Context: an optimization exercise on an open-source flow, tuned for small area, a short achievable clock period and few clock cycles per item. The choices shown serve that exercise and are no tape-out recipe.
At most, simulation tests tie the RTL to the original design; equivalence was not proved.
No functional check of the RTL was part of runs 4 and 5.

==> flow/design.v (outline; a module is shown in full before it is edited, if it fits) <==
// module isqrt_seq: 23 lines
// module sq_tree: 1457 lines
// module range_gen_2d: 170 lines
module range_gen_2d (
  input  logic         clk,
  input  logic         reset,
  input  logic         start,
  input  logic [W-1:0] x_tag,
  input  logic [W-1:0] y_tag,
  input  logic [W-1:0] x0,
  input  logic [W-1:0] x1,
  input  logic [W-1:0] x2,
  input  logic [W-1:0] x3,
  input  logic [W-1:0] y0,
  input  logic [W-1:0] y1,
  input  logic [W-1:0] y2,
  input  logic [W-1:0] y3,
  output logic         busy,
  output logic         done,
  output logic [W-1:0] r0,
  output logic [W-1:0] r1,
  output logic [W-1:0] r2,
  output logic [W-1:0] r3,
  output logic [3:0]   ovf
);
  // ...
==> flow/flow/run.sh <==
#!/bin/bash
set -euo pipefail
bash standard.sh SETUP_SLACK_MARGIN=9.5 \
  "BUFFER_PORTS_ARGS=-buffer_cell sky130_fd_sc_hd__buf_2" \
  finish > standard.log 2>&1
==> flow/standard.sh <==
#!/bin/bash
# synth_recipe.tcl (not shown) runs the flow's synth.tcl, then flattens the netlist and writes it again
# the make line also repeats each setting of config.mk as NAME=value (left out here)
make -C /OpenROAD-flow-scripts/flow DESIGN_CONFIG=/design/flow/config.mk WORK_HOME=/design/flow/orfs CLKGATE_MAP_FILE= SYNTH_SCRIPT=/design/flow/synth_recipe.tcl "${@:-finish}"
==> flow/config.mk <==
export PLATFORM = sky130hd
export DESIGN_NAME = range_gen_2d
export DESIGN_NICKNAME = range_gen_2d
export VERILOG_FILES = /design/flow/design.v
export SDC_FILE = /design/flow/constraint.sdc
export NUM_CORES = 4
export LEC_CHECK = 0
export CAP_MARGIN = 20
export CORE_MARGIN = 2
export CORE_UTILIZATION = 40
export SLEW_MARGIN = 20
==> flow/constraint.sdc <==
create_clock -name core_clock -period 13.0 [get_ports {clk}]
set_input_delay 2.6000 -clock core_clock [delete_from_list [all_inputs] [get_ports {clk}]]
set_output_delay 2.6000 -clock core_clock [all_outputs]
set_load 0.01 [all_outputs]
==> flow_summary.html, run 1 <==
<table>
<tr><th>Metric</th><th>Value</th></tr>
<tr><th colspan="2">Outcome</th></tr>
<tr><td>Result of the run</td><td>complete, no violations</td></tr>
<tr><th colspan="2">Critical path</th></tr>
<tr><td>Data arrival time of the critical path</td><td>1.28 ns</td></tr>
<tr><td>Worst setup slack for register-to-register paths</td><td>9.16 ns</td></tr>
<tr><td>Reg2reg end</td><td>rb_q[17]</td></tr>
<tr><td>CP Cell Sequence</td><td>buf_6</td></tr>
<tr><td>CP Launch Type</td><td>flop</td></tr>
<tr><td>Setup crit end kind</td><td>output port</td></tr>
<tr><th colspan="2">Finish</th></tr>
<tr><td>Area growth from synthesis to layout</td><td>20.4%</td></tr>
<tr><td>Share of cell area taken by multi-input logic gates</td><td>0.508</td></tr>
<tr><td>Non-Clock Inverter Count</td><td>a little under 400</td></tr>
<tr><td>Multi-input logic cell count</td><td>2521</td></tr>
<tr><td>Fraction of area in clock buffers and inverters</td><td>0.0487</td></tr>
<tr><td>Layout buffering overhead excluding clock cells</td><td>0.0746</td></tr>
<tr><td>Count of filler cells inserted in the layout</td><td>about 7.9k</td></tr>
<tr><td>Most common library cell in the layout ignoring fill and taps</td><td>nor2_1</td></tr>
<tr><th colspan="2">Place</th></tr>
<tr><td>Pre-CTS setup slack</td><td>8.54 ns</td></tr>
<tr><td>Routability Congestion</td><td>between 0.8 and 0.9</td></tr>
<tr><th colspan="2">Synthesis</th></tr>
<tr><td>Area leader, netlist</td><td>edfxtp_1</td></tr>
<tr><td>Most common flop cell mapped by yosys</td><td>dfxtp_1</td></tr>
<tr><td>Total nets after synthesis</td><td>between 4k and 5k</td></tr>
<tr><td>Largest cells by area after synthesis</td><td>edfxtp_1, dfxtp_1, fa_1</td></tr>
<tr><td>Post-synthesis instance area</td><td>roughly 34000 sq um</td></tr>
<tr><td>Number of distinct standard cells referenced by the synthesized netlist</td><td>93</td></tr>
<tr><td>Arithmetic-cell share of the synthesized area counting full adders, half adders and majority gates</td><td>0.190</td></tr>
<tr><td>Mean instance size in the synthesized netlist</td><td>approximately 9.4 sq um</td></tr>
<tr><th colspan="2">STA</th></tr>
<tr><td>Setup ws final</td><td>between 9 and 10 ns</td></tr>
<tr><td>Max Transition Viols Final</td><td>0</td></tr>
<tr><th colspan="2">Floorplan</th></tr>
<tr><td>Die area</td><td>slightly below 90000 sq um</td></tr>
<tr><td>Num tapcells</td><td>approximately 1.1k</td></tr>
<tr><th colspan="2">CTS</th></tr>
<tr><td>Clk slew on worst S/H paths</td><td>0.06 ns</td></tr>
<tr><td>Count of H-tree levels built during CTS</td><td>2</td></tr>
<tr><td>Number of hold buffers added after cts</td><td>0</td></tr>
<tr><td>Clock root buffer</td><td>clkbuf_16</td></tr>
<tr><th colspan="2">GRT</th></tr>
<tr><td>Grt peak-use layer</td><td>met2</td></tr>
<tr><td>Pin count of the biggest net entering global routing</td><td>99</td></tr>
<tr><td>Total track usage</td><td>0.228</td></tr>
<tr><th colspan="2">Flow run</th></tr>
<tr><td>Max cap viols</td><td>0</td></tr>
<tr><th colspan="2">Detailed routing</th></tr>
<tr><td>Vias after detailed routing</td><td>27.0k</td></tr>
<tr><td>DRT Pass-1 Iters</td><td>6</td></tr>
</table>
Testbench counts, summed over its fixed seeds: cycles 10,752, items 512.
==> inputs of run 2 (changes only) <==
==> flow/run.sh (new file) <==
#!/bin/bash
# synth_recipe.tcl (not shown) runs the flow's synth.tcl, then flattens the netlist and writes it again
# the make line also repeats each setting of config.mk as NAME=value (left out here)
make -C /OpenROAD-flow-scripts/flow DESIGN_CONFIG=/design/flow/config.mk WORK_HOME=/design/flow/orfs CLKGATE_MAP_FILE= SYNTH_SCRIPT=/design/flow/synth_recipe.tcl finish
removed: flow/flow/run.sh
removed: flow/standard.sh
==> flow_summary.html, run 2 <==
<table>
<tr><th>Metric</th><th>Value</th></tr>
<tr><th colspan="2">Outcome</th></tr>
<tr><td>Result of the run</td><td>complete, no violations (unchanged)</td></tr>
<tr><th colspan="2">GRT</th></tr>
<tr><td>Global-route congestion overflow total</td><td>0 (unchanged)</td></tr>
<tr><td>Total track usage</td><td>0.218 (was 0.228)</td></tr>
<tr><td>Number of global-route vias before repair</td><td>25.7k (was 26.5k)</td></tr>
<tr><td>Grt peak-use layer</td><td>met2 (unchanged)</td></tr>
<tr><td>GR Layer Usage met3</td><td>0.0275 (was 0.0410)</td></tr>
<tr><td>Pin count of the biggest net entering global routing</td><td>93 (was 99)</td></tr>
<tr><td>Antenna violations before repair</td><td>2 (was 14)</td></tr>
<tr><td>Global-route wire length before repair</td><td>148 mm (was 153 mm)</td></tr>
<tr><td>Global-route track usage on met2</td><td>0.360 (was 0.372)</td></tr>
<tr><td>Global-route track usage on met1</td><td>0.299 (was 0.307)</td></tr>
<tr><th colspan="2">Synthesis</th></tr>
<tr><td>Post-synthesis sequential element count</td><td>482 (unchanged)</td></tr>
<tr><td>Largest cells by area after synthesis</td><td>edfxtp_1, dfxtp_1, fa_1 (unchanged)</td></tr>
<tr><td>Post-synthesis instance area</td><td>33800 sq um (unchanged)</td></tr>
<tr><td>Sequential share of the synthesized area</td><td>0.354 (unchanged)</td></tr>
<tr><td>Leading cell type by number of instances after synthesis</td><td>nor2_1 (unchanged)</td></tr>
<tr><td>Count of warnings emitted by yosys</td><td>2 (unchanged)</td></tr>
<tr><td>Most common flop cell mapped by yosys</td><td>dfxtp_1 (unchanged)</td></tr>
<tr><td>Number of enable-type register cells in the synthesized netlist</td><td>188 (unchanged)</td></tr>
<tr><td>Area leader, netlist</td><td>edfxtp_1 (unchanged)</td></tr>
<tr><td>Number of cells produced by synthesis</td><td>3583 (unchanged)</td></tr>
<tr><td>Most frequent cells after synthesis</td><td>nor2_1, inv_1, a21oi_1 (unchanged)</td></tr>
<tr><td>Number of distinct standard cells referenced by the synthesized netlist</td><td>93 (unchanged)</td></tr>
<tr><td>Fraction of post-synthesis cell area in the top cell type by area</td><td>0.167 (unchanged)</td></tr>
<tr><td>Mean instance size in the synthesized netlist</td><td>9.43 sq um (unchanged)</td></tr>
<tr><td>Post-synth ARST share</td><td>0.183 (unchanged)</td></tr>
<tr><td>Total nets after synthesis</td><td>4141 (unchanged)</td></tr>
<tr><th colspan="2">CTS</th></tr>
<tr><td>Worst-case clock buffer depth</td><td>3 (unchanged)</td></tr>
<tr><td>Cells resized by post-CTS repair</td><td>0 (was 240)</td></tr>
<tr><td>Number of hold buffers added after cts</td><td>0 (unchanged)</td></tr>
<tr><td>Count of buffers added by post-CTS timing repair for setup</td><td>0 (was 104)</td></tr>
<tr><td>TritonCTS Sinks</td><td>482 (unchanged)</td></tr>
<tr><td>CTS buffer count</td><td>57 (was 58)</td></tr>
<tr><td>Count of H-tree levels built during CTS</td><td>2 (unchanged)</td></tr>
<tr><td>Clock root buffer</td><td>clkbuf_16 (unchanged)</td></tr>
<tr><td>Clock insertion delay at the later pin of the skew report</td><td>0.64 ns (was 0.67 ns)</td></tr>
<tr><td>Clk slew on worst S/H paths</td><td>0.06 ns (about the same)</td></tr>
<tr><td>Clock tree from TritonCTS</td><td>yes (unchanged)</td></tr>
<tr><th colspan="2">Finish</th></tr>
<tr><td>Fin area</td><td>38900 sq um (was 40700 sq um)</td></tr>
<tr><td>Multi-input logic area</td><td>19500 sq um (was 20700 sq um)</td></tr>
<tr><td>Share of cells above drive strength 1</td><td>0.0463 (was 0.222)</td></tr>
<tr><td>Most common library cell in the layout ignoring fill and taps</td><td>nor2_1 (unchanged)</td></tr>
<tr><td>Area growth from synthesis to layout</td><td>15.1% (was 20.4%)</td></tr>
<tr><td>Register name with the most flops</td><td>a_q (unchanged)</td></tr>
<tr><td>Commonest cells after routing, fill and taps aside</td><td>nor2_1, inv_1, a21oi_1 (unchanged)</td></tr>
<tr><td>Antenna fix cells</td><td>0 (was 6)</td></tr>
<tr><td># nets final</td><td>4266 (was 4446)</td></tr>
<tr><td>Count of filler cells inserted in the layout</td><td>8056 (was 7932)</td></tr>
<tr><td>Storage element area</td><td>12000 sq um (was 12100 sq um)</td></tr>
<tr><td>Registers with the most flip-flops</td><td>a_q x128, rem_q x72, root_q x68 (unchanged)</td></tr>
<tr><td>Number of flip-flops under the largest register name</td><td>128 (unchanged)</td></tr>
<tr><th colspan="2">STA</th></tr>
<tr><td>Final critical path time including I/O delays and setup</td><td>4.60 ns (was 3.88 ns)</td></tr>
<tr><td>Final hold slack</td><td>0.482 ns (was 0.474 ns)</td></tr>
<tr><td>RSZ-0062 raised after global routing</td><td>no (was yes)</td></tr>
<tr><td>Hold violation count in the final report</td><td>0 (unchanged)</td></tr>
<tr><td>Post-route clock period utilization</td><td>0.354 (was 0.299)</td></tr>
<tr><td>Maximum frequency from static timing analysis</td><td>218 MHz (was 257 MHz)</td></tr>
<tr><td>Actual slew at the worst max-slew pin</td><td>1.07 ns (was 1.06 ns)</td></tr>
<tr><td>Relative slew slack</td><td>0.287 (was 0.291)</td></tr>
<tr><td>Layout Skew</td><td>0.0448 ns (was 0.0764 ns)</td></tr>
<tr><td>Setup ws final</td><td>8.40 ns (was 9.12 ns)</td></tr>
<tr><td>Setup tns final</td><td>0 ns (unchanged)</td></tr>
<tr><td>Setup Viol. Count Final</td><td>0 (unchanged)</td></tr>
<tr><td>Max Transition Viols Final</td><td>0 (unchanged)</td></tr>
<tr><th colspan="2">Critical path</th></tr>
<tr><td>Worst setup slack for register-to-register paths</td><td>8.41 ns (was 9.16 ns)</td></tr>
<tr><td>CP Cell Sequence</td><td>clkdlybuf4s50_1 (was buf_6)</td></tr>
<tr><td>Buffers and inverters on the worst path</td><td>1 (unchanged)</td></tr>
<tr><td>Critical setup path kind</td><td>reg -&gt; out (unchanged)</td></tr>
<tr><td>Largest driver fanout on the critical path</td><td>32 (was 2)</td></tr>
<tr><td>Reg2reg end</td><td>rem_q[3] (was rb_q[17])</td></tr>
<tr><td>Data required time of the critical path</td><td>10.40 ns (about the same)</td></tr>
<tr><td>Data arrival time of the critical path</td><td>2.00 ns (was 1.28 ns)</td></tr>
<tr><td>CP Launch Type</td><td>flop (unchanged)</td></tr>
<tr><td>Critical path's largest stage delay</td><td>0.73 ns (was 0.49 ns)</td></tr>
<tr><td>Critical register-to-register path startpoint</td><td>ra_q[3] (was dx_q[12])</td></tr>
<tr><td>Crit-path slowest cell</td><td>dfrtp_4 (unchanged)</td></tr>
<tr><td>R2r worst-path depth</td><td>14 (was 11)</td></tr>
<tr><td>Setup crit end kind</td><td>output port (unchanged)</td></tr>
<tr><td>Cell family with the largest share of critical-path delay</td><td>flip-flops (unchanged)</td></tr>
<tr><th colspan="2">Floorplan</th></tr>
<tr><td>Row count</td><td>106 (unchanged)</td></tr>
<tr><td>Initial Utilization</td><td>0.404 (unchanged)</td></tr>
<tr><td>Die area</td><td>86800 sq um (unchanged)</td></tr>
<tr><td>Boundary Pins</td><td>233 (unchanged)</td></tr>
<tr><td>Die height</td><td>295 um (unchanged)</td></tr>
<tr><td>Floorplan core area</td><td>83700 sq um (unchanged)</td></tr>
<tr><td>Chip Width</td><td>295 um (unchanged)</td></tr>
<tr><th colspan="2">Hold path</th></tr>
<tr><td>Destination of the worst hold path</td><td>rem_q[53] (unchanged)</td></tr>
<tr><td>Worst hold path depth</td><td>2 (unchanged)</td></tr>
<tr><td>Class of the most critical hold timing path</td><td>reg -&gt; reg (unchanged)</td></tr>
<tr><td>Beginning of the worst hold path</td><td>rem_q[53] (unchanged)</td></tr>
<tr><th colspan="2">Detailed routing</th></tr>
<tr><td>Remaining DRCs</td><td>0 (unchanged)</td></tr>
<tr><td>Vias after detailed routing</td><td>26.1k (was 27.0k)</td></tr>
<tr><td>DRT Pass-1 Iters</td><td>9 (was 6)</td></tr>
<tr><td>Initial detailed-routing violation count</td><td>1619 (was 1800)</td></tr>
<tr><td>Total Wirelength</td><td>94.8 mm (was 101 mm)</td></tr>
<tr><td>Average wire per standard cell</td><td>19.4 um (was 19.9 um)</td></tr>
<tr><td>Remaining antenna violation count after routing</td><td>0 (unchanged)</td></tr>
<tr><td>Per-cell via count in the routed design</td><td>5.34 (was 5.33)</td></tr>
<tr><th colspan="2">Place</th></tr>
<tr><td>Routability Congestion</td><td>0.887 (was 0.895)</td></tr>
<tr><td>Count of buffers inserted at the top-level ports</td><td>232 (unchanged)</td></tr>
<tr><td>DP Area</td><td>36900 sq um (was 35900 sq um)</td></tr>
<tr><td>HPWL Detailed</td><td>70.4 mm (was 72.8 mm)</td></tr>
<tr><td>Pre-CTS setup slack</td><td>8.42 ns (was 8.54 ns)</td></tr>
<tr><th colspan="2">Flow run</th></tr>
<tr><td>Max cap viols</td><td>0 (unchanged)</td></tr>
</table>
[run 2: cell families after synthesis]
group | Yosys count | share of synthesized area
simple gates | 983 | 0.136
xor+xnor | 121 | 0.0316
buf+inv | 583 | 0.0692
flops | 482 | 0.354
fa+ha+maj | 395 | 0.190
mux | 208 | 0.0619
compound gates | 811 | 0.157
[run 2: worst max-delay path by stage]
stage               end     start  depth (start not counted)  slack [ns]
5_1_grt        dy_q[15]  sel_q[3]                         15        8.11
6_report           busy    busy_q                          1        8.40
2_1_floorplan  rb_q[19]  dx_q[14]                         12        9.02
4_1_cts            busy    busy_q                          1        8.36
3_5_place_dp   rem_q[3]   ra_q[3]                         14        8.42
3_3_place_gp   rem_q[3]   ra_q[3]                         14        8.52
[run 2: stage by stage]
step | instances | utilization
after global routing | 4891 | 0.465
after detailed placement | 4783 | 0.441
final | 4891 | 0.465
after floorplan | 3583 | -
after global placement | 4783 | 0.441
after CTS | 4891 | 0.465
[run 2: area by class of cell]
| type | count | share of cell area |
|---|---|---|
| multi-input combinational | 2518 | 0.501 |
| sequential | 482 | 0.308 |
| timing repair buffer | 257 | 0.0645 |
| clock buffer | 85 | 0.0437 |
| inverter | 392 | 0.0379 |
| tap | 1134 | 0.0365 |
| clock inverter | 23 | 0.00769 |
[run 2: routing by layer]
metal	up-vias	wire (um)
li1	12499	-
met1	12739	42600
met2	708	44200
met3	151	5180
met4	2	2740
met5	-	13
==> inputs of run 3 (changes only) <==
==> flow/flow/run.sh (new file) <==
#!/bin/bash
# The standard layout (standard.sh) with changes to how it is made only:
#  - the port buffers that buffer_ports inserts are plain buf_2 cells.
# Constraints, period and every other setting are the standard flow's own. make's full
# output goes to standard.log here; ORFS's per-step logs stay under orfs/logs.
set -euo pipefail
bash standard.sh SETUP_SLACK_MARGIN=9.5 TNS_END_PERCENT=0 \
  "BUFFER_PORTS_ARGS=-buffer_cell sky130_fd_sc_hd__buf_2" \
  finish > standard.log 2>&1
==> flow/standard.sh (new file) <==
#!/bin/bash
# synth_recipe.tcl (not shown) runs the flow's synth.tcl, then flattens the netlist and writes it again
# the make line also repeats each setting of config.mk as NAME=value (left out here)
make -C /OpenROAD-flow-scripts/flow DESIGN_CONFIG=/design/flow/config.mk WORK_HOME=/design/flow/orfs CLKGATE_MAP_FILE= SYNTH_SCRIPT=/design/flow/synth_recipe.tcl "${@:-finish}"
removed: flow/run.sh
==> flow_summary.html, run 3 <==
<table>
<tr><th>Metric</th><th>Value</th></tr>
<tr><th colspan="2">Finish</th></tr>
<tr><td>Count of filler cells inserted in the layout</td><td>8093 (was 8056)</td></tr>
<tr><td># nets final</td><td>4310 (was 4266)</td></tr>
<tr><td>Multi-input logic area</td><td>19900 sq um (was 19500 sq um)</td></tr>
<tr><td>Area growth from synthesis to layout</td><td>14.1% (was 15.1%)</td></tr>
<tr><td>Number of flip-flops under the largest register name</td><td>128 (unchanged)</td></tr>
<tr><td>Registers with the most flip-flops</td><td>a_q x128, rem_q x72, root_q x68 (unchanged)</td></tr>
<tr><td>Register name with the most flops</td><td>a_q (unchanged)</td></tr>
<tr><td>Storage element area</td><td>12100 sq um (was 12000 sq um)</td></tr>
<tr><td>Share of cells above drive strength 1</td><td>0.141 (was 0.0463)</td></tr>
<tr><td>Commonest cells after routing, fill and taps aside</td><td>nor2_1, inv_1, a21oi_1 (unchanged)</td></tr>
<tr><td>Most common library cell in the layout ignoring fill and taps</td><td>nor2_1 (unchanged)</td></tr>
<tr><th colspan="2">Place</th></tr>
<tr><td>Routability Congestion</td><td>0.885 (was 0.887)</td></tr>
<tr><td>Pre-CTS setup slack</td><td>8.54 ns (was 8.42 ns)</td></tr>
<tr><td>Count of buffers inserted at the top-level ports</td><td>232 (unchanged)</td></tr>
<tr><td>HPWL Detailed</td><td>70.6 mm (was 70.4 mm)</td></tr>
<tr><th colspan="2">Critical path</th></tr>
<tr><td>Most frequent cell on the critical path</td><td>nor3_2</td></tr>
<tr><td>Largest driver fanout on the critical path</td><td>5 (was 32)</td></tr>
<tr><td>Critical setup path kind</td><td>reg -&gt; reg (was reg -&gt; out)</td></tr>
<tr><td>Critical register-to-register path startpoint</td><td>ra_q[4] (was ra_q[3])</td></tr>
<tr><td>Data required time of the critical path</td><td>13.35 ns (was 10.40 ns)</td></tr>
<tr><td>Worst setup startpoint</td><td>ra_q[4] (was busy_q)</td></tr>
<tr><td>Critical path's largest stage delay</td><td>0.53 ns (was 0.73 ns)</td></tr>
<tr><td>CP Launch Type</td><td>flop (unchanged)</td></tr>
<tr><td>Crit-path slowest cell</td><td>or4_4 (was dfrtp_4)</td></tr>
<tr><td>CP Cell Sequence</td><td>ha_1 -&gt; o21ai_1 -&gt; nor3_1 -&gt; nor3_2 -&gt; nor3_2 -&gt; or4_4 -&gt; nand2_1 -&gt; ha_4 -&gt; nand2b_1 -&gt; o311a_1 -&gt; o311a_4 -&gt; o22ai_4 -&gt; mux2i_4 -&gt; a21oi_2 (was clkdlybuf4s50_1)</td></tr>
<tr><td>Setup crit end kind</td><td>flop (was output port)</td></tr>
<tr><td>Data arrival time of the critical path</td><td>4.22 ns (was 2.00 ns)</td></tr>
<tr><th colspan="2">STA</th></tr>
<tr><td>Layout Skew</td><td>0.0499 ns (was 0.0448 ns)</td></tr>
<tr><td>Hold violation count in the final report</td><td>0 (unchanged)</td></tr>
<tr><td>RSZ-0062 raised after global routing</td><td>yes (was no)</td></tr>
<tr><td>Relative slew slack</td><td>0.293 (was 0.287)</td></tr>
<tr><td>Max Transition Viols Final</td><td>0 (unchanged)</td></tr>
<tr><td>Final critical path time including I/O delays and setup</td><td>3.87 ns (was 4.60 ns)</td></tr>
<tr><td>Setup tns final</td><td>0 ns (unchanged)</td></tr>
<tr><td>Actual slew at the worst max-slew pin</td><td>1.06 ns (was 1.07 ns)</td></tr>
<tr><td>Setup Viol. Count Final</td><td>0 (unchanged)</td></tr>
<tr><td>Post-route clock period utilization</td><td>0.298 (was 0.354)</td></tr>
<tr><td>Setup ws final</td><td>9.13 ns (was 8.40 ns)</td></tr>
<tr><td>Maximum frequency from static timing analysis</td><td>258 MHz (was 218 MHz)</td></tr>
<tr><th colspan="2">Detailed routing</th></tr>
<tr><td>Vias after detailed routing</td><td>26.1k (about the same)</td></tr>
<tr><td>Remaining DRCs</td><td>0 (unchanged)</td></tr>
<tr><td>DRT Pass-1 Iters</td><td>5 (was 9)</td></tr>
<tr><td>Total Wirelength</td><td>96.4 mm (was 94.8 mm)</td></tr>
<tr><td>Initial detailed-routing violation count</td><td>2013 (was 1619)</td></tr>
<tr><td>Average wire per standard cell</td><td>19.5 um (was 19.4 um)</td></tr>
<tr><td>Remaining antenna violation count after routing</td><td>0 (unchanged)</td></tr>
<tr><td>Per-cell via count in the routed design</td><td>5.29 (was 5.34)</td></tr>
<tr><th colspan="2">CTS</th></tr>
<tr><td>Clock insertion delay at the later pin of the skew report</td><td>0.64 ns (about the same)</td></tr>
<tr><td>Number of hold buffers added after cts</td><td>0 (unchanged)</td></tr>
<tr><td>CTS buffer count</td><td>56 (was 57)</td></tr>
<tr><td>Clock tree from TritonCTS</td><td>yes (unchanged)</td></tr>
<tr><td>Worst-case clock buffer depth</td><td>3 (unchanged)</td></tr>
<tr><td>Count of H-tree levels built during CTS</td><td>2 (unchanged)</td></tr>
<tr><td>Clock root buffer</td><td>clkbuf_16 (unchanged)</td></tr>
<tr><td>Clk slew on worst S/H paths</td><td>0.07 ns (was 0.06 ns)</td></tr>
<tr><td>TritonCTS Sinks</td><td>482 (unchanged)</td></tr>
<tr><th colspan="2">GRT</th></tr>
<tr><td>Global-route wire length before repair</td><td>147 mm (was 148 mm)</td></tr>
<tr><td>Grt peak-use layer</td><td>met2 (unchanged)</td></tr>
<tr><td>GR Layer Usage met3</td><td>0.0440 (was 0.0275)</td></tr>
<tr><td>Pin count of the biggest net entering global routing</td><td>88 (was 93)</td></tr>
<tr><td>Total track usage</td><td>0.219 (was 0.218)</td></tr>
<tr><td>Antenna violations before repair</td><td>9 (was 2)</td></tr>
<tr><td>Global-route congestion overflow total</td><td>0 (unchanged)</td></tr>
<tr><td>Global-route track usage on met1</td><td>0.290 (was 0.299)</td></tr>
<tr><td>Global-route track usage on met2</td><td>0.357 (was 0.360)</td></tr>
<tr><td>Number of global-route vias before repair</td><td>25.6k (was 25.7k)</td></tr>
<tr><th colspan="2">Floorplan</th></tr>
<tr><td>Die area</td><td>86800 sq um (unchanged)</td></tr>
<tr><td>Die height</td><td>295 um (unchanged)</td></tr>
<tr><td>Chip Width</td><td>295 um (unchanged)</td></tr>
<tr><td>Initial Utilization</td><td>0.404 (unchanged)</td></tr>
<tr><td>Row count</td><td>106 (unchanged)</td></tr>
<tr><td>Floorplan core area</td><td>83700 sq um (unchanged)</td></tr>
<tr><td>Boundary Pins</td><td>233 (unchanged)</td></tr>
<tr><th colspan="2">Synthesis</th></tr>
<tr><td>Most common flop cell mapped by yosys</td><td>dfxtp_1 (unchanged)</td></tr>
<tr><td>Post-synthesis compound-gate area fraction</td><td>0.157 (unchanged)</td></tr>
<tr><td>Largest cells by area after synthesis</td><td>edfxtp_1, dfxtp_1, fa_1 (unchanged)</td></tr>
<tr><td>Xor and xnor area share after synthesis</td><td>0.0316 (unchanged)</td></tr>
<tr><td>Mean instance size in the synthesized netlist</td><td>9.43 sq um (unchanged)</td></tr>
<tr><td>Number of distinct standard cells referenced by the synthesized netlist</td><td>93 (unchanged)</td></tr>
<tr><td>Arithmetic-cell share of the synthesized area counting full adders, half adders and majority gates</td><td>0.190 (unchanged)</td></tr>
<tr><td>Post-synth ARST share</td><td>0.183 (unchanged)</td></tr>
<tr><td>Simple-gate share of the synthesized area</td><td>0.136 (unchanged)</td></tr>
<tr><td>Leading cell type by number of instances after synthesis</td><td>nor2_1 (unchanged)</td></tr>
<tr><td>Post-synthesis instance area</td><td>33800 sq um (unchanged)</td></tr>
<tr><td>Number of enable-type register cells in the synthesized netlist</td><td>188 (unchanged)</td></tr>
<tr><td>Number of cells produced by synthesis</td><td>3583 (unchanged)</td></tr>
<tr><td>Multiplexer area fraction after synthesis</td><td>0.0619 (unchanged)</td></tr>
<tr><td>Most frequent cells after synthesis</td><td>nor2_1, inv_1, a21oi_1 (unchanged)</td></tr>
<tr><td>Area leader, netlist</td><td>edfxtp_1 (unchanged)</td></tr>
<tr><td>Sequential share of the synthesized area</td><td>0.354 (unchanged)</td></tr>
<tr><td>Dominant combinational cell family by area after synthesis</td><td>adder cells (unchanged)</td></tr>
<tr><td>Count of warnings emitted by yosys</td><td>2 (unchanged)</td></tr>
<tr><td>Post-synthesis sequential element count</td><td>482 (unchanged)</td></tr>
<tr><td>Fraction of post-synthesis cell area in the top cell type by area</td><td>0.167 (unchanged)</td></tr>
<tr><td>Total nets after synthesis</td><td>4141 (unchanged)</td></tr>
<tr><th colspan="2">Hold path</th></tr>
<tr><td>Class of the most critical hold timing path</td><td>reg -&gt; reg (unchanged)</td></tr>
<tr><td>Beginning of the worst hold path</td><td>dx_q[0] (was rem_q[53])</td></tr>
<tr><th colspan="2">Outcome</th></tr>
<tr><td>Result of the run</td><td>complete, no violations (unchanged)</td></tr>
<tr><th colspan="2">Flow run</th></tr>
<tr><td>Max cap viols</td><td>0 (unchanged)</td></tr>
</table>
run 3: cell counts after synthesis:
Identical to the previous run, type by type.
run 3: stage by stage:
step           utilization  instance area (sq um)  cells  hold slack [ns]
6_report             0.461                  38600   4937            0.463
2_1_floorplan            -                  33900   3583            0.352
3_3_place_gp         0.427                  35800   4784            0.465
5_1_grt              0.461                  38500   4933            0.483
4_1_cts              0.455                  38100   4905            0.472
3_5_place_dp         0.427                  35800   4784            0.462
run 3: timing repair:
action	CTS	global route
pin swaps	6	30
gates resized for setup	71	57
cloned	0	2
buffers inserted	16	26
setup endpoints to repair	173	181
run 3: worst paths after layout:
kind | slack [ns] | end | cells past startpoint
max | 9.13 | rem_q[57] | 14
min | 0.46 | ra_q[0] | 0
max reg2reg | 9.13 | rem_q[57] | 14
min reg2reg | 0.46 | ra_q[0] | 0
max in group asynchronous | 9.90 | ld_q[2] | 2
min in group asynchronous | 1.91 | r_q[10] | 1
run 3: critical path: cells and delay by family, from the launching register on:
kind,cells,cell delay (ns)
AOI/OAI and AO/OA,5,1.06
DFF,1,0.30
muxes,1,0.41
and+or+nand+nor,6,1.29
adders and majority gates,2,0.52
run 3: final cells by class:
type / instances / share of cell area
antenna: 4 / 0.000260
clock buffer: 81 / 0.0431
clock inverter: 24 / 0.00766
inverter: 392 / 0.0382
multi-input combinational: 2519 / 0.515
sequential: 482 / 0.313
tap: 1134 / 0.0368
timing repair buffer: 301 / 0.0461
run 3: cell families after synthesis:
family | count (synthesis)
buffers and inverters | 583
XOR/XNOR | 121
flip-flops | 482
AO/OA/AOI/OAI | 811
multiplexers | 208
AND/OR/NAND/NOR | 983
adder cells (fa/ha/maj) | 395
run 3: layer usage:
metal,wire (um),vias to the layer above
met5,25,-
met4,3470,4
met3,6670,151
met2,44500,724
met1,41700,12657
li1,-,12599
==> module range_gen_2d, before the edit <==
module range_gen_2d (
  input  logic         clk,
  input  logic         reset,
  input  logic         start,
  input  logic [W-1:0] x_tag,
  input  logic [W-1:0] y_tag,
  input  logic [W-1:0] x0,
  input  logic [W-1:0] x1,
  input  logic [W-1:0] x2,
  input  logic [W-1:0] x3,
  input  logic [W-1:0] y0,
  input  logic [W-1:0] y1,
  input  logic [W-1:0] y2,
  input  logic [W-1:0] y3,
  output logic         busy,
  output logic         done,
  output logic [W-1:0] r0,
  output logic [W-1:0] r1,
  output logic [W-1:0] r2,
  output logic [W-1:0] r3,
  output logic [3:0]   ovf
);
  localparam logic [4:0] LAST = 5'd19;
  logic         busy_q, done_q, fin_q;
  logic [4:0]   c_q;
  logic [3:0]   sel_q;              
  logic [3:0]   ld_q, act_q;        
  logic         busy_d;
  logic [4:0]   c_d;
  logic [W-1:0] tx_q, ty_q;
  logic [3:0][2*W-1:0] a_q;         
  logic [W-1:0] dx_q, dy_q;
  logic [SQ_W-1:0] ra_q, rb_q;
  logic [3:0][REM_W-1:0]  rem_q;
  logic [3:0][ROOT_W-1:0] root_q;
  logic [3:0][W-1:0] r_q;
  logic [3:0]   ovf_q;
  logic [3:0][2*W-1:0] a_in;
  logic [2*W-1:0] a_sel;
  logic [W:0]   dxp, dxn, dyp, dyn;
  logic [W-1:0] dx, dy;
  logic [SQ_W-1:0] ra, rb, sq;
  logic [REM_W-1:0]  rem1, rem2;
  logic [ROOT_W-1:0] root1, root2;
  logic [3:0][REM_W-1:0]  rem_n;
  logic [3:0][ROOT_W-1:0] root_n;
  assign a_in[0] = {x0, y0};
  assign a_in[1] = {x1, y1};
  assign a_in[2] = {x2, y2};
  assign a_in[3] = {x3, y3};
  always_comb begin
    a_sel = '0;
    for (int i = 0; i < 4; i++) begin
      a_sel = a_sel | (a_q[i] & {(2*W){sel_q[i]}});
    end
    dxp = {1'b0, tx_q} - {1'b0, a_sel[2*W-1:W]};
    dxn = {1'b0, a_sel[2*W-1:W]} - {1'b0, tx_q};
    dyp = {1'b0, ty_q} - {1'b0, a_sel[W-1:0]};
    dyn = {1'b0, a_sel[W-1:0]} - {1'b0, ty_q};
    dx  = dxp[W] ? dxn[W-1:0] : dxp[W-1:0];
    dy  = dyp[W] ? dyn[W-1:0] : dyp[W-1:0];
  end
  sq_tree u_sq (
    .x  (dx_q),
    .y  (dy_q),
    .ra (ra),
    .rb (rb)
  );
  assign sq = ra_q + rb_q;
  isqrt_seq u_step1 (
    .rem    ('0),
    .root   ({{(ROOT_W-1){1'b0}}, sq[SQ_W-1]}),
    .pair   (sq[31:30]),
    .rem_n  (rem1),
    .root_n (root1)
  );
  isqrt_seq u_step2 (
    .rem    ({{(REM_W-2){1'b0}}, rem1[1:0]}),
    .root   ({{(ROOT_W-2){1'b0}}, root1[1:0]}),
    .pair   (sq[29:28]),
    .rem_n  (rem2),
    .root_n (root2)
  );
  genvar k;
  generate
    for (k = 0; k < 4; k++) begin : g_eng
      isqrt_seq u_step (
        .rem    (rem_q[k]),
        .root   (root_q[k]),
        .pair   (a_q[k][2*W-1 -: 2]),
        .rem_n  (rem_n[k]),
        .root_n (root_n[k])
      );
    end
  endgenerate
  always_ff @(posedge clk) begin
    if (!busy_q) begin
      tx_q <= x_tag;
      ty_q <= y_tag;
    end
    dx_q <= dx;
    dy_q <= dy;
    ra_q <= ra;
    rb_q <= rb;
    for (int i = 0; i < 4; i++) begin
      if (!busy_q) begin
        a_q[i] <= a_in[i];
      end else if (ld_q[i]) begin
        a_q[i] <= {sq[2*W-5:0], 4'b0000};
      end else if (act_q[i]) begin
        a_q[i] <= {a_q[i][2*W-3:0], 2'b00};
      end
      if (ld_q[i]) begin
        rem_q[i]  <= {{(REM_W-4){1'b0}}, rem2[3:0]};
        root_q[i] <= {{(ROOT_W-3){1'b0}}, root2[2:0]};
      end else if (act_q[i]) begin
        rem_q[i]  <= rem_n[i];
        root_q[i] <= root_n[i];
      end
    end
  end
  always_comb begin
    busy_d = busy_q;
    c_d    = c_q + 5'd1;
    if (!busy_q) begin
      busy_d = start;
      c_d    = '0;
    end else if (fin_q) begin
      busy_d = 1'b0;
    end
  end
  always_ff @(posedge clk or negedge reset) begin
    if (!reset) begin
      busy_q <= 1'b0;
      done_q <= 1'b0;
      fin_q  <= 1'b0;
      c_q    <= '0;
      sel_q  <= '0;
      ld_q   <= '0;
      act_q  <= '0;
      r_q    <= '0;
      ovf_q  <= '0;
    end else begin
      busy_q <= busy_d;
      c_q    <= c_d;
      done_q <= fin_q;
      fin_q  <= busy_d && (c_d == LAST);
      sel_q  <= (!busy_q) ? 4'b0001 : {sel_q[2:0], 1'b0};
      for (int i = 0; i < 4; i++) begin
        ld_q[i]  <= busy_d && (c_d == 5'(i + 2));
        act_q[i] <= busy_d && (c_d >= 5'(i + 3)) && (c_d <= 5'(i + 16));
      end
      if (fin_q) begin
        for (int i = 0; i < 3; i++) begin
          r_q[i]   <= root_q[i][ROOT_W-1] ? SAT_MAX : root_q[i][W-1:0];
          ovf_q[i] <= root_q[i][ROOT_W-1];
        end
        r_q[3]   <= root_n[3][ROOT_W-1] ? SAT_MAX : root_n[3][W-1:0];
        ovf_q[3] <= root_n[3][ROOT_W-1];
      end
    end
  end
  assign busy = busy_q;
  assign done = done_q;
  assign r0   = r_q[0];
  assign r1   = r_q[1];
  assign r2   = r_q[2];
  assign r3   = r_q[3];
  assign ovf  = ovf_q;
endmodule
==> inputs of run 4 (changes only) <==
--- a/flow/design.v
+++ b/flow/design.v
@@ -1509,7 +1509,7 @@
   output logic [W-1:0] r3,
   output logic [3:0]   ovf
 );
-  localparam logic [4:0] LAST = 5'd19;
+  localparam logic [4:0] LAST = 5'd21;
   logic         busy_q, done_q, fin_q;
   logic [4:0]   c_q;
   logic [3:0]   sel_q;              
@@ -1529,8 +1529,6 @@
   logic [W:0]   dxp, dxn, dyp, dyn;
   logic [W-1:0] dx, dy;
   logic [SQ_W-1:0] ra, rb, sq;
-  logic [REM_W-1:0]  rem1, rem2;
-  logic [ROOT_W-1:0] root1, root2;
   logic [3:0][REM_W-1:0]  rem_n;
   logic [3:0][ROOT_W-1:0] root_n;
   assign a_in[0] = {x0, y0};
@@ -1556,20 +1554,6 @@
     .rb (rb)
   );
   assign sq = ra_q + rb_q;
-  isqrt_seq u_step1 (
-    .rem    ('0),
-    .root   ({{(ROOT_W-1){1'b0}}, sq[SQ_W-1]}),
-    .pair   (sq[31:30]),
-    .rem_n  (rem1),
-    .root_n (root1)
-  );
-  isqrt_seq u_step2 (
-    .rem    ({{(REM_W-2){1'b0}}, rem1[1:0]}),
-    .root   ({{(ROOT_W-2){1'b0}}, root1[1:0]}),
-    .pair   (sq[29:28]),
-    .rem_n  (rem2),
-    .root_n (root2)
-  );
   genvar k;
   generate
     for (k = 0; k < 4; k++) begin : g_eng
@@ -1595,13 +1579,13 @@
       if (!busy_q) begin
         a_q[i] <= a_in[i];
       end else if (ld_q[i]) begin
-        a_q[i] <= {sq[2*W-5:0], 4'b0000};
+        a_q[i] <= sq[2*W-1:0];
       end else if (act_q[i]) begin
         a_q[i] <= {a_q[i][2*W-3:0], 2'b00};
       end
       if (ld_q[i]) begin
-        rem_q[i]  <= {{(REM_W-4){1'b0}}, rem2[3:0]};
-        root_q[i] <= {{(ROOT_W-3){1'b0}}, root2[2:0]};
+        rem_q[i]  <= '0;
+        root_q[i] <= {{(ROOT_W-1){1'b0}}, sq[SQ_W-1]};
       end else if (act_q[i]) begin
         rem_q[i]  <= rem_n[i];
         root_q[i] <= root_n[i];
@@ -1637,7 +1621,7 @@
       sel_q  <= (!busy_q) ? 4'b0001 : {sel_q[2:0], 1'b0};
       for (int i = 0; i < 4; i++) begin
         ld_q[i]  <= busy_d && (c_d == 5'(i + 2));
-        act_q[i] <= busy_d && (c_d >= 5'(i + 3)) && (c_d <= 5'(i + 16));
+        act_q[i] <= busy_d && (c_d >= 5'(i + 3)) && (c_d <= 5'(i + 18));
       end
       if (fin_q) begin
         for (int i = 0; i < 3; i++) begin
==> flow/run.sh (new file) <==
#!/bin/bash
# synth_recipe.tcl (not shown) runs the flow's synth.tcl, then flattens the netlist and writes it again
# the make line also repeats each setting of config.mk as NAME=value (left out here)
make -C /OpenROAD-flow-scripts/flow DESIGN_CONFIG=/design/flow/config.mk WORK_HOME=/design/flow/orfs CLKGATE_MAP_FILE= SYNTH_SCRIPT=/design/flow/synth_recipe.tcl finish
removed: flow/flow/run.sh
removed: flow/standard.sh
==> flow_summary.html, run 4 <==
<table>
<tr><th>Metric</th><th>Value</th></tr>
<tr><th colspan="2">Critical path</th></tr>
<tr><td>Critical setup path kind</td><td>reg -&gt; out (was reg -&gt; reg)</td></tr>
<tr><td>Critical register-to-register path startpoint</td><td>sel_q[2] (was ra_q[4])</td></tr>
<tr><td>Crit-path slowest cell</td><td>dfrtp_4 (was or4_4)</td></tr>
<tr><td>CP Cell Sequence</td><td>clkdlybuf4s50_1 (was ha_1 -&gt; o21ai_1 -&gt; nor3_1 -&gt; nor3_2 -&gt; nor3_2 -&gt; or4_4 -&gt; nand2_1 -&gt; ha_4 -&gt; nand2b_1 -&gt; o311a_1 -&gt; o311a_4 -&gt; o22ai_4 -&gt; mux2i_4 -&gt; a21oi_2)</td></tr>
<tr><td>Largest driver fanout on the critical path</td><td>80 (was 5)</td></tr>
<tr><td>Cell family with the largest share of critical-path delay</td><td>flip-flops (was simple AND/OR/NAND/NOR gates)</td></tr>
<tr><td>Number of cells on the critical path</td><td>1 (was 14)</td></tr>
<tr><td>Buffers and inverters on the worst path</td><td>1 (was 0)</td></tr>
<tr><td>Data arrival time of the critical path</td><td>2.38 ns (was 4.22 ns)</td></tr>
<tr><td>Setup crit end kind</td><td>output port (was flop)</td></tr>
<tr><td>Worst setup startpoint</td><td>busy_q (was ra_q[4])</td></tr>
<tr><td>Critical path's largest stage delay</td><td>0.94 ns (was 0.53 ns)</td></tr>
<tr><td>Data required time of the critical path</td><td>10.40 ns (was 13.35 ns)</td></tr>
<tr><td>R2r worst-path depth</td><td>14 (unchanged)</td></tr>
<tr><td>CP Launch Type</td><td>flop (unchanged)</td></tr>
<tr><th colspan="2">Synthesis</th></tr>
<tr><td>Number of enable-type register cells in the synthesized netlist</td><td>164 (was 188)</td></tr>
<tr><td>Simple-gate share of the synthesized area</td><td>0.141 (was 0.136)</td></tr>
<tr><td>Post-synthesis sequential element count</td><td>482 (unchanged)</td></tr>
<tr><td>Most common flop cell mapped by yosys</td><td>dfxtp_1 (unchanged)</td></tr>
<tr><td>Post-synthesis compound-gate area fraction</td><td>0.157 (about the same)</td></tr>
<tr><td>Number of cells produced by synthesis</td><td>3626 (was 3583)</td></tr>
<tr><td>Count of warnings emitted by yosys</td><td>2 (unchanged)</td></tr>
<tr><td>Post-synth ARST share</td><td>0.183 (unchanged)</td></tr>
<tr><td>Leading cell type by number of instances after synthesis</td><td>nor2_1 (unchanged)</td></tr>
<tr><td>Dominant combinational cell family by area after synthesis</td><td>adder cells (unchanged)</td></tr>
<tr><td>Post-synthesis instance area</td><td>33800 sq um (about the same)</td></tr>
<tr><td>Mean instance size in the synthesized netlist</td><td>9.33 sq um (was 9.43 sq um)</td></tr>
<tr><td>Multiplexer area fraction after synthesis</td><td>0.0690 (was 0.0619)</td></tr>
<tr><td>Fraction of post-synthesis cell area in the top cell type by area</td><td>0.146 (was 0.167)</td></tr>
<tr><td>Area leader, netlist</td><td>edfxtp_1 (unchanged)</td></tr>
<tr><td>Xor and xnor area share after synthesis</td><td>0.0323 (was 0.0316)</td></tr>
<tr><td>Largest cells by area after synthesis</td><td>edfxtp_1, dfxtp_1, fa_1 (unchanged)</td></tr>
<tr><td>Total nets after synthesis</td><td>4182 (was 4141)</td></tr>
<tr><td>Arithmetic-cell share of the synthesized area counting full adders, half adders and majority gates</td><td>0.189 (was 0.190)</td></tr>
<tr><td>Sequential share of the synthesized area</td><td>0.347 (was 0.354)</td></tr>
<tr><td>Number of distinct standard cells referenced by the synthesized netlist</td><td>77 (was 93)</td></tr>
<tr><td>Most frequent cells after synthesis</td><td>nor2_1, inv_1, dfxtp_1 (was nor2_1, inv_1, a21oi_1)</td></tr>
<tr><th colspan="2">Floorplan</th></tr>
<tr><td>Boundary Pins</td><td>233 (unchanged)</td></tr>
<tr><td>Initial Utilization</td><td>0.404 (about the same)</td></tr>
<tr><td>Die height</td><td>295 um (about the same)</td></tr>
<tr><td>Die area</td><td>87000 sq um (was 86800 sq um)</td></tr>
<tr><td>Chip Width</td><td>295 um (about the same)</td></tr>
<tr><td>Floorplan core area</td><td>83700 sq um (unchanged)</td></tr>
<tr><td>Row count</td><td>106 (unchanged)</td></tr>
<tr><th colspan="2">STA</th></tr>
<tr><td>Final critical path time including I/O delays and setup</td><td>4.98 ns (was 3.87 ns)</td></tr>
<tr><td>Post-route clock period utilization</td><td>0.383 (was 0.298)</td></tr>
<tr><td>Maximum frequency from static timing analysis</td><td>201 MHz (was 258 MHz)</td></tr>
<tr><td>Setup tns final</td><td>0 ns (unchanged)</td></tr>
<tr><td>Max Transition Viols Final</td><td>0 (unchanged)</td></tr>
<tr><td>Relative slew slack</td><td>0.248 (was 0.293)</td></tr>
<tr><td>Final hold slack</td><td>0.474 ns (was 0.463 ns)</td></tr>
<tr><td>Layout Skew</td><td>0.0815 ns (was 0.0499 ns)</td></tr>
<tr><td>Setup Viol. Count Final</td><td>0 (unchanged)</td></tr>
<tr><td>Actual slew at the worst max-slew pin</td><td>1.13 ns (was 1.06 ns)</td></tr>
<tr><td>Hold violation count in the final report</td><td>0 (unchanged)</td></tr>
<tr><td>RSZ-0062 raised after global routing</td><td>no (was yes)</td></tr>
<tr><th colspan="2">Finish</th></tr>
<tr><td>Registers with the most flip-flops</td><td>a_q x128, rem_q x72, root_q x68 (unchanged)</td></tr>
<tr><td>Share of cells above drive strength 1</td><td>0.0458 (was 0.141)</td></tr>
<tr><td>Number of flip-flops under the largest register name</td><td>128 (unchanged)</td></tr>
<tr><td>Count of filler cells inserted in the layout</td><td>8029 (was 8093)</td></tr>
<tr><td>Multi-input logic area</td><td>20000 sq um (was 19900 sq um)</td></tr>
<tr><td>Commonest cells after routing, fill and taps aside</td><td>nor2_1, inv_1, clkdlybuf4s50_1 (was nor2_1, inv_1, a21oi_1)</td></tr>
<tr><td># nets final</td><td>4309 (was 4310)</td></tr>
<tr><td>Most common library cell in the layout ignoring fill and taps</td><td>nor2_1 (unchanged)</td></tr>
<tr><td>Fin area</td><td>39100 sq um (was 38600 sq um)</td></tr>
<tr><td>Register name with the most flops</td><td>a_q (unchanged)</td></tr>
<tr><td>Storage element area</td><td>11800 sq um (was 12100 sq um)</td></tr>
<tr><td>Area growth from synthesis to layout</td><td>15.4% (was 14.1%)</td></tr>
<tr><th colspan="2">Outcome</th></tr>
<tr><td>Result of the run</td><td>complete, no violations (unchanged)</td></tr>
<tr><th colspan="2">Detailed routing</th></tr>
<tr><td>Remaining DRCs</td><td>0 (unchanged)</td></tr>
<tr><td>Total Wirelength</td><td>98.6 mm (was 96.4 mm)</td></tr>
<tr><td>Initial detailed-routing violation count</td><td>2088 (was 2013)</td></tr>
<tr><td>Remaining antenna violation count after routing</td><td>0 (unchanged)</td></tr>
<tr><td>Per-cell via count in the routed design</td><td>5.37 (was 5.29)</td></tr>
<tr><td>DRT Pass-1 Iters</td><td>6 (was 5)</td></tr>
<tr><td>Vias after detailed routing</td><td>26.5k (was 26.1k)</td></tr>
<tr><td>Average wire per standard cell</td><td>20.0 um (was 19.5 um)</td></tr>
<tr><th colspan="2">GRT</th></tr>
<tr><td>GR Layer Usage met3</td><td>0.0409 (was 0.0440)</td></tr>
<tr><td>Number of global-route vias before repair</td><td>26.0k (was 25.6k)</td></tr>
<tr><td>Antenna violations before repair</td><td>3 (was 9)</td></tr>
<tr><td>Global-route track usage on met1</td><td>0.312 (was 0.290)</td></tr>
<tr><td>Global-route congestion overflow total</td><td>0 (unchanged)</td></tr>
<tr><td>Total track usage</td><td>0.226 (was 0.219)</td></tr>
<tr><td>Pin count of the biggest net entering global routing</td><td>94 (was 88)</td></tr>
<tr><td>Global-route wire length before repair</td><td>152 mm (was 147 mm)</td></tr>
<tr><td>Grt peak-use layer</td><td>met2 (unchanged)</td></tr>
<tr><td>Global-route track usage on met2</td><td>0.370 (was 0.357)</td></tr>
<tr><th colspan="2">CTS</th></tr>
<tr><td>Clk slew on worst S/H paths</td><td>0.06 ns (was 0.07 ns)</td></tr>
<tr><td>Cells resized by post-CTS repair</td><td>0 (was 71)</td></tr>
<tr><td>Number of hold buffers added after cts</td><td>0 (unchanged)</td></tr>
<tr><td>TritonCTS Sinks</td><td>482 (unchanged)</td></tr>
<tr><td>Count of buffers added by post-CTS timing repair for setup</td><td>0 (was 16)</td></tr>
<tr><td>Count of H-tree levels built during CTS</td><td>2 (unchanged)</td></tr>
<tr><td>Worst-case clock buffer depth</td><td>3 (unchanged)</td></tr>
<tr><td>Clock insertion delay at the later pin of the skew report</td><td>0.67 ns (was 0.64 ns)</td></tr>
<tr><td>Clock tree from TritonCTS</td><td>yes (unchanged)</td></tr>
<tr><td>CTS buffer count</td><td>57 (was 56)</td></tr>
<tr><td>Clock root buffer</td><td>clkbuf_16 (unchanged)</td></tr>
<tr><th colspan="2">Hold path</th></tr>
<tr><td>Beginning of the worst hold path</td><td>rem_q[49] (was dx_q[0])</td></tr>
<tr><td>Class of the most critical hold timing path</td><td>reg -&gt; reg (unchanged)</td></tr>
<tr><td>Worst hold path depth</td><td>2 (was 0)</td></tr>
<tr><th colspan="2">Place</th></tr>
<tr><td>Routability Congestion</td><td>0.919 (was 0.885)</td></tr>
<tr><td>DP Area</td><td>37100 sq um (was 35800 sq um)</td></tr>
<tr><td>Count of buffers inserted at the top-level ports</td><td>232 (unchanged)</td></tr>
<tr><td>HPWL Detailed</td><td>72.9 mm (was 70.6 mm)</td></tr>
<tr><th colspan="2">Flow run</th></tr>
<tr><td>Max cap viols</td><td>0 (unchanged)</td></tr>
</table>
## run 4: cell types whose count changed after synthesis, moves of 11 or more
| cell | delta |
|---|---|
| a211oi_1 | -18 |
| clkbuf_1 | +18 |
| mux2i_1 | +14 |
| nor2_1 | +19 |
| edfxtp_1 | -24 |
| and2_1 | +11 |
| a21oi_1 | -38 |
| inv_1 | -13 |
| o31ai_1 | +19 |
| a21o_1 | -23 |
| dfxtp_1 | +24 |
## run 4: path summary, 6_finish.rpt
path,end,slack [ns]
setup reg to reg,dy_q[10],8.42
max in group asynchronous,ld_q[0],9.90
setup / recovery,busy,8.02
hold / removal,rem_q[49],0.47
hold reg to reg,rem_q[49],0.47
min in group asynchronous,r_q[26],1.84
## run 4: logic make-up after synthesis
kind of cell | count (synthesis)
multiplexers | 231
flip-flops | 482
AND/OR/NAND/NOR | 1018
adder cells (fa/ha/maj) | 393
buffers and inverters | 572
AO/OA/AOI/OAI | 805
XOR/XNOR | 125
## run 4: layout make-up
class                      count  area share
multi-input combinational   2572       0.511
tap                         1134      0.0363
timing repair buffer         262      0.0651
clock buffer                  82      0.0427
antenna                        2    0.000128
clock inverter                26     0.00759
inverter                     378      0.0363
sequential                   482       0.301
## run 4: per-layer routing
metal	vias to the layer above	share of wire
li1	12749	-
met1	12910	0.46
met2	728	0.46
met3	109	0.069
met4	4	0.018
met5	-	0.00024
## run 4: metrics by stage
step / cells / setup slack [ns] / utilization
3_5_place_dp: 4828 / 8.51 / 0.443
2_1_floorplan: 3626 / 9.05 / -
5_1_grt: 4936 / 7.94 / 0.467
6_report: 4938 / 8.02 / 0.467
3_3_place_gp: 4828 / 8.63 / 0.443
4_1_cts: 4936 / 7.99 / 0.467
==> inputs of run 5 (changes only) <==
==> flow/flow/run.sh (new file) <==
#!/bin/bash
set -euo pipefail
bash standard.sh SETUP_SLACK_MARGIN=9 finish > standard.log 2>&1
==> flow/standard.sh (new file) <==
#!/bin/bash
# synth_recipe.tcl (not shown) runs the flow's synth.tcl, then flattens the netlist and writes it again
# the make line also repeats each setting of config.mk as NAME=value (left out here)
make -C /OpenROAD-flow-scripts/flow DESIGN_CONFIG=/design/flow/config.mk WORK_HOME=/design/flow/orfs CLKGATE_MAP_FILE= SYNTH_SCRIPT=/design/flow/synth_recipe.tcl "${@:-finish}"
removed: flow/run.sh
==> flow_summary.html, run 5 <==
<table>
<tr><th>Metric</th><th>Value</th></tr>
<tr><th colspan="2">Synthesis</th></tr>
<tr><td>Number of cells produced by synthesis</td><td>3626 (unchanged)</td></tr>
<tr><td>Post-synth ARST share</td><td>0.183 (unchanged)</td></tr>
<tr><td>Area leader, netlist</td><td>edfxtp_1 (unchanged)</td></tr>
<tr><td>Dominant combinational cell family by area after synthesis</td><td>adder cells (unchanged)</td></tr>
<tr><td>Xor and xnor area share after synthesis</td><td>0.0323 (unchanged)</td></tr>
<tr><td>Sequential share of the synthesized area</td><td>0.347 (unchanged)</td></tr>
<tr><td>Mean instance size in the synthesized netlist</td><td>9.33 sq um (unchanged)</td></tr>
<tr><td>Largest cells by area after synthesis</td><td>edfxtp_1, dfxtp_1, fa_1 (unchanged)</td></tr>
<tr><td>Number of enable-type register cells in the synthesized netlist</td><td>164 (unchanged)</td></tr>
<tr><td>Most frequent cells after synthesis</td><td>nor2_1, inv_1, dfxtp_1 (unchanged)</td></tr>
<tr><td>Number of distinct standard cells referenced by the synthesized netlist</td><td>77 (unchanged)</td></tr>
<tr><td>Post-synthesis instance area</td><td>33800 sq um (unchanged)</td></tr>
<tr><td>Multiplexer area fraction after synthesis</td><td>0.0690 (unchanged)</td></tr>
<tr><td>Leading cell type by number of instances after synthesis</td><td>nor2_1 (unchanged)</td></tr>
<tr><td>Most common flop cell mapped by yosys</td><td>dfxtp_1 (unchanged)</td></tr>
<tr><td>Simple-gate share of the synthesized area</td><td>0.141 (unchanged)</td></tr>
<tr><td>Post-synthesis compound-gate area fraction</td><td>0.157 (unchanged)</td></tr>
<tr><td>Post-synthesis sequential element count</td><td>482 (unchanged)</td></tr>
<tr><td>Arithmetic-cell share of the synthesized area counting full adders, half adders and majority gates</td><td>0.189 (unchanged)</td></tr>
<tr><td>Total nets after synthesis</td><td>4182 (unchanged)</td></tr>
<tr><td>Fraction of post-synthesis cell area in the top cell type by area</td><td>0.146 (unchanged)</td></tr>
<tr><td>Count of warnings emitted by yosys</td><td>2 (unchanged)</td></tr>
<tr><th colspan="2">Floorplan</th></tr>
<tr><td>Chip Width</td><td>295 um (unchanged)</td></tr>
<tr><td>Boundary Pins</td><td>233 (unchanged)</td></tr>
<tr><td>Initial Utilization</td><td>0.404 (unchanged)</td></tr>
<tr><td>Floorplan core area</td><td>83700 sq um (unchanged)</td></tr>
<tr><td>Die area</td><td>87000 sq um (unchanged)</td></tr>
<tr><td>Die height</td><td>295 um (unchanged)</td></tr>
<tr><td>Row count</td><td>106 (unchanged)</td></tr>
<tr><th colspan="2">Finish</th></tr>
<tr><td>Number of flip-flops under the largest register name</td><td>128 (unchanged)</td></tr>
<tr><td>Commonest cells after routing, fill and taps aside</td><td>nor2_1, inv_1, a21oi_1 (was nor2_1, inv_1, clkdlybuf4s50_1)</td></tr>
<tr><td>Final standard cell count with taps included and fillers excluded</td><td>4944 (was 4938)</td></tr>
<tr><td>Share of cells above drive strength 1</td><td>0.0538 (was 0.0458)</td></tr>
<tr><td>Most common library cell in the layout ignoring fill and taps</td><td>nor2_1 (unchanged)</td></tr>
<tr><td># nets final</td><td>4315 (was 4309)</td></tr>
<tr><td>Final cell utilization of the core</td><td>0.468 (was 0.467)</td></tr>
<tr><td>Fin area</td><td>39100 sq um (about the same)</td></tr>
<tr><td>Storage element area</td><td>11800 sq um (about the same)</td></tr>
<tr><td>Registers with the most flip-flops</td><td>a_q x128, rem_q x72, root_q x68 (unchanged)</td></tr>
<tr><td>Count of filler cells inserted in the layout</td><td>8053 (was 8029)</td></tr>
<tr><td>Area growth from synthesis to layout</td><td>15.7% (was 15.4%)</td></tr>
<tr><td>Multi-input logic area</td><td>20000 sq um (about the same)</td></tr>
<tr><td>Register name with the most flops</td><td>a_q (unchanged)</td></tr>
<tr><th colspan="2">Place</th></tr>
<tr><td>Count of buffers inserted at the top-level ports</td><td>232 (unchanged)</td></tr>
<tr><td>Placed Instances</td><td>4828 (unchanged)</td></tr>
<tr><td>HPWL Detailed</td><td>72.9 mm (unchanged)</td></tr>
<tr><td>Routability Congestion</td><td>0.919 (unchanged)</td></tr>
<tr><td>DP Area</td><td>37100 sq um (unchanged)</td></tr>
<tr><th colspan="2">Detailed routing</th></tr>
<tr><td>Remaining DRCs</td><td>0 (unchanged)</td></tr>
<tr><td>Average wire per standard cell</td><td>20.0 um (about the same)</td></tr>
<tr><td>Total Wirelength</td><td>99.1 mm (was 98.6 mm)</td></tr>
<tr><td>Remaining antenna violation count after routing</td><td>0 (unchanged)</td></tr>
<tr><td>Vias after detailed routing</td><td>26.6k (was 26.5k)</td></tr>
<tr><td>Per-cell via count in the routed design</td><td>5.37 (about the same)</td></tr>
<tr><td>DRT Pass-1 Iters</td><td>5 (was 6)</td></tr>
<tr><td>Initial detailed-routing violation count</td><td>2020 (was 2088)</td></tr>
<tr><th colspan="2">CTS</th></tr>
<tr><td>Worst-case clock buffer depth</td><td>3 (unchanged)</td></tr>
<tr><td>TritonCTS Sinks</td><td>482 (unchanged)</td></tr>
<tr><td>Number of hold buffers added after cts</td><td>0 (unchanged)</td></tr>
<tr><td>Count of H-tree levels built during CTS</td><td>2 (unchanged)</td></tr>
<tr><td>Clock insertion delay at the later pin of the skew report</td><td>0.67 ns (about the same)</td></tr>
<tr><td>Clk slew on worst S/H paths</td><td>0.06 ns (about the same)</td></tr>
<tr><td>CTS buffer count</td><td>57 (unchanged)</td></tr>
<tr><td>Clock tree from TritonCTS</td><td>yes (unchanged)</td></tr>
<tr><td>Clock root buffer</td><td>clkbuf_16 (unchanged)</td></tr>
<tr><th colspan="2">Hold path</th></tr>
<tr><td>Class of the most critical hold timing path</td><td>reg -&gt; reg (unchanged)</td></tr>
<tr><th colspan="2">STA</th></tr>
<tr><td>Setup tns final</td><td>0 ns (unchanged)</td></tr>
<tr><td>Hold violation count in the final report</td><td>0 (unchanged)</td></tr>
<tr><td>Layout Skew</td><td>0.0835 ns (was 0.0815 ns)</td></tr>
<tr><td>Maximum frequency from static timing analysis</td><td>253 MHz (was 201 MHz)</td></tr>
<tr><td>Final critical path time including I/O delays and setup</td><td>3.95 ns (was 4.98 ns)</td></tr>
<tr><td>Relative slew slack</td><td>0.243 (was 0.248)</td></tr>
<tr><td>Setup Viol. Count Final</td><td>0 (unchanged)</td></tr>
<tr><td>Post-route clock period utilization</td><td>0.304 (was 0.383)</td></tr>
<tr><td>Actual slew at the worst max-slew pin</td><td>1.14 ns (was 1.13 ns)</td></tr>
<tr><td>RSZ-0062 raised after global routing</td><td>yes (was no)</td></tr>
<tr><td>Max Transition Viols Final</td><td>0 (unchanged)</td></tr>
<tr><th colspan="2">Critical path</th></tr>
<tr><td>Largest driver fanout on the critical path</td><td>2 (was 80)</td></tr>
<tr><td>CP Cell Sequence</td><td>dlygate4sd2_1 (was clkdlybuf4s50_1)</td></tr>
<tr><td>Crit-path slowest cell</td><td>dfrtp_1 (was dfrtp_4)</td></tr>
<tr><td>Critical path's largest stage delay</td><td>0.40 ns (was 0.94 ns)</td></tr>
<tr><td>CP Launch Type</td><td>flop (unchanged)</td></tr>
<tr><td>Critical setup path kind</td><td>reg -&gt; out (unchanged)</td></tr>
<tr><td>Cell family with the largest share of critical-path delay</td><td>flip-flops (unchanged)</td></tr>
<tr><td>Data arrival time of the critical path</td><td>1.35 ns (was 2.38 ns)</td></tr>
<tr><td>Setup crit end kind</td><td>output port (unchanged)</td></tr>
<tr><td>Data required time of the critical path</td><td>10.40 ns (about the same)</td></tr>
<tr><td>Buffers and inverters on the worst path</td><td>1 (unchanged)</td></tr>
<tr><th colspan="2">Flow run</th></tr>
<tr><td>Max cap viols</td><td>0 (unchanged)</td></tr>
<tr><th colspan="2">GRT</th></tr>
<tr><td>Antenna violations before repair</td><td>4 (was 3)</td></tr>
<tr><td>Global-route congestion overflow total</td><td>0 (unchanged)</td></tr>
<tr><td>Global-route wire length before repair</td><td>153 mm (was 152 mm)</td></tr>
<tr><td>Number of global-route vias before repair</td><td>26.1k (was 26.0k)</td></tr>
<tr><td>Total track usage</td><td>0.227 (was 0.226)</td></tr>
<tr><td>Pin count of the biggest net entering global routing</td><td>94 (unchanged)</td></tr>
<tr><th colspan="2">Outcome</th></tr>
<tr><td>Result of the run</td><td>complete, no violations (unchanged)</td></tr>
</table>
## run 5: cell count changes in the layout (fill, tap and decap cells not counted), moves of 2 or more
cell             previous run  this run
buf_4                      31        34
dfxtp_1                   230       212
dfrtp_1                    79        77
dfxtp_4                     0         6
clkdlybuf4s50_1           231       161
dfrtp_2                     2         4
dfxtp_2                     0        12
dlygate4sd2_1               0        69
## run 5: timing repair
item | CTS | global route
buffers inserted | 3 | 3
endpoints found under the hold margin | 0 | 0
resized for setup | 88 | 21
pin swaps | 0 | 1
endpoints found under the setup margin | 101 | 49
## run 5: path summary, 6_finish.rpt
kind / start / end / slack, ns / depth (start not counted)
max reg2reg: dy_q[12] / rb_q[14] / 9.09 / 9
min reg2reg: dx_q[0] / ra_q[0] / 0.47 / 0
min in group asynchronous: reset / r_q[26] / 1.83 / 1
max in group asynchronous: reset / fin_q / 9.90 / 2
min: dx_q[0] / ra_q[0] / 0.47 / 0
max: r_q[14] / r0[14] / 9.05 / 1
## run 5: cells by family after synthesis
family	Yosys count
fa+ha+maj	393
mux	231
compound gates	805
flops	482
xor+xnor	125
simple gates	1018
buf+inv	572
## run 5: layer usage
metal  routed length, um  global-route usage
met4                1700              0.0436
met2               45600               0.373
met5                  38                   0
met1               45100               0.314
met3                6690              0.0414
## run 5: cell type report
class | count | share of cell area
inverters | 378 | 0.0362
diodes | 2 | 0.000128
clock buffers | 82 | 0.0426
well taps | 1134 | 0.0362
flip-flops and latches | 482 | 0.301
repair buffers | 268 | 0.0644
multi-input cells | 2572 | 0.511
clock inverters | 26 | 0.00758
## run 5: stage by stage
step / hold WS, ns / setup WS, ns
after floorplan: 0.352 / 9.05
after global placement: 0.455 / 8.63
after detailed placement: 0.468 / 8.51
after CTS: 0.478 / 8.77
after global routing: 0.473 / 8.92
final: 0.467 / 9.05

## afterwards: timing with drivers on the ports
The results above use ideal ports. As a check the final layouts listed here were re-extracted and re-timed, cells and wires unchanged. Step 1, drivers: a clkbuf_16 drives clk and a buf_2 each remaining input, both assumed. Step 2 adds t to the input delays and takes it off the output delays; t is the mean of the earliest and latest rising clock arrival at the registers after step 1. Input paths then give back, and output paths get back, about the clock's delay inside the block. Three values: ideal ports, drivers, drivers and shift; two values: the first two.
run	t (ns)	slack for setup (ns)	worst setup path after step 2	worst slew at a driven data input, ns
run 1	0.692	9.115 / 9.052 / 9.162	register to register	0.15
run 2	0.685	8.404 / 8.337 / 8.409	register to register	0.12
run 3	0.680	9.127 / 9.084 / 9.127	register to register	0.16
run 4	0.691	8.017 / 7.952 / 8.421	register to register	0.13
run 5	0.692	9.047 / 8.982 / 8.923	input to register	0.13
After both steps every run listed still meets setup and hold. The setup slack of run 5, which loses most, moves by -0.065 ns with the drivers and by -0.124 ns with both steps.
